Source: an optimization exercise on an open RTL-to-GDS flow (aim: small area, a short achievable clock period and few clock cycles per item). Production flows keep margins and buffers that such runs may drop. The RTL was checked by simulation tests, not by an equivalence proof against the original design.

Design hijri_date_from_day_number, start of the top module:
module hijri_date_from_day_number (
  input  logic                clk,
  input  logic                rst,
  input  logic                cfg_valid,
  output logic                cfg_ready,
  input  logic [21:0]     epoch_day_number,
  input  logic                in_valid,
  output logic                in_stall,
  input  logic [21:0]     julian_day_number,
  output logic                out_valid,
  input  logic                out_stall,
  output logic [4:0]    hijri_day,
  output logic [3:0]  hijri_month,
  output logic [13:0]   hijri_year,
  output logic                leap_year_flag,
  output logic                status_code
);
  localparam logic [21:0] EPOCH_RESET = 22'd1948440;
  function automatic logic is_leap(input int cyc);
    case (cyc)
      2, 5, 7, 10, 13, 16, 18, 21, 24, 26, 29: is_leap = 1'b1;
      default: is_leap = 1'b0;
    endcase
  endfunction
  logic adv;
  assign adv       = !(out_valid && out_stall);
  assign in_stall  = !adv;
  assign cfg_ready = 1'b1;
  logic [21:0] epoch;
  always_ff @(posedge clk) begin
    if (rst)            epoch <= EPOCH_RESET;
    else if (cfg_valid) epoch <= epoch_day_number;
  end
  logic [21:0] diff;
  logic        nb;
  hijri_sub u_sub (.j(julian_day_number), .e(epoch), .d(diff), .nb(nb));
  logic        s1_valid, s1_err;
  logic [21:0] s1_d;
  always_ff @(posedge clk) begin
    if (rst)      s1_valid <= 1'b0;
    else if (adv) s1_valid <= in_valid;
  end
  always_ff @(posedge clk) begin
    if (adv) begin
      s1_err <= !nb;
      s1_d   <= diff;
    end
  end
  logic [13:0] qe;
  hijri_est u_est (.x(s1_d[21:7]), .q(qe));
  logic        s2_valid, s2_err;
  logic [9:0]  s2_d;
  logic [13:0] s2_q;
  always_ff @(posedge clk) begin
    if (rst)      s2_valid <= 1'b0;
    else if (adv) s2_valid <= s1_valid;
  end
  always_ff @(posedge clk) begin
    if (adv) begin
      s2_err <= s1_err;
      s2_d   <= s1_d[9:0];
      s2_q   <= qe;
    end
  end
  logic [9:0] ai, bi;
  logic       c1, t, c2f;
  ...
Size: roughly 1100 cells after synthesis, ~170 flip-flops, roughly 13000 um2 of cells after synthesis.
clock: 7.5 ns
lec_check: 0
cap_margin: 20
core_margin: 2
core_utilization: 40
cts_buf_list: sky130_fd_sc_hd__clkbuf_4 sky130_fd_sc_hd__clkbuf_8
setup_slack_margin: 3.75
slew_margin: 20
standard.sh (not shown) runs the stock make flow with config.mk's settings and CLKGATE_MAP_FILE= SYNTH_SCRIPT=/design/flow/synth_recipe.tcl, a recipe that flattens the netlist after the stock synthesis.
==> flow/flow/run.sh <==
#!/bin/bash
# Standard layout, with every port buffered by a buf_1 instead of the default
# buffer cell. Each tool's output goes to a log file in this folder.
set -e
cp standard.sh standard_sh.txt
export BUFFER_PORTS_ARGS="-buffer_cell sky130_fd_sc_hd__buf_1"
bash standard.sh > standard.log 2>&1
The starting point produced a clean layout.
Testbench counts at the start, summed over its fixed seeds: cycles 16,040, items 16,000.
Rerun with:
CORE_UTILIZATION = 55   (was 40)
SETUP_SLACK_MARGIN = 3.5   (was 3.75)
What happened: The changed run completed with no timing, DRC or antenna violations. Clock skew hardly moves. Synthesized area does not change. Design area falls by 3.0%. Count of clock-buffer cells in the layout does not change. Cell count falls by 7.5%. Setup slack gains 0.071 ns. Routed wire length falls by 3.8%.
Rerun with:
CORE_UTILIZATION = 40   (was 55)
SETUP_SLACK_MARGIN = 4.0   (was 3.5)
Wire length came out higher by 5.8%.
Non-clock buffer count climbs by 23.
Setup slack improves by 0.011 ns.
Synthesized cell count does not change.
Die area goes up by about 36%.
Area after synthesis does not change.
Sequential cell count is unchanged.

========
hijri_date_from_day_number, a different RTL version from the one above (not shown whole).
Size: about 77 I/O pins.
clock: 7.5 ns
lec_check: 0
cap_margin: 20
core_margin: 2
core_utilization: 40
cts_buf_list: sky130_fd_sc_hd__clkbuf_4 sky130_fd_sc_hd__clkbuf_8
setup_slack_margin: 2.5
slew_margin: 20
Scripts as last shown in full above: flow/flow/run.sh
Testbench counts at the start, summed over its fixed seeds: cycles 16,040, items 16,000.
Edit:
- SETUP_SLACK_MARGIN: 2.5 -> 3.5
Worst hold slack stays flat.
Wire length climbs by roughly a tenth.
Cell count climbs by a few percent.
Final area rises by a few percent.
Setup slack improved by 570 ps.
Count of clock-buffer cells in the layout stays the same.
Area after synthesis does not change.

re-timing with driven ports:
The results above use ideal ports. As a check the final layouts listed here were re-extracted and re-timed, cells and wires unchanged. Step 1, drivers: a clkbuf_16 drives clk and a buf_2 each remaining input, both assumed. Step 2 moves the port delays by t, midway between the first and last clock arrival at a register: inputs arrive t later, outputs are due t later. That takes back most of the time a late clock gives input paths. Slacks: no drivers / after step 1 / after step 2; pairs: no drivers / after step 1.
run	t (ns)	slack for setup (ns)	worst hold slack (ns)	latest minus earliest clock arrival (ns)	slew at the worst register clock pin (ns)
the first run of note 1	0.510	3.525 / 3.525 / 3.412	0.419 / 0.419 / 0.419	0.023 / 0.023	0.10 / 0.10
the second run of note 1	0.504	3.595 / 3.576 / 3.313	0.425 / 0.425 / 0.425	0.025 / 0.025	0.11 / 0.11
the third run of note 1	0.504	3.606 / 3.606 / 3.606	0.423 / 0.423 / 0.423	0.019 / 0.019	0.09 / 0.09
the first run of note 2	0.519	3.003 / 3.003 / 3.003	0.416 / 0.416 / 0.416	0.013 / 0.012	0.10 / 0.10
the second run of note 2	0.522	3.575 / 3.565 / 3.376	0.414 / 0.414 / 0.414	0.017 / 0.017	0.11 / 0.11
After both steps setup and hold are still met in every run listed. The setup slack of the second run of note 1, which loses most, moves by -0.019 ns with the drivers and by -0.282 ns with both steps.
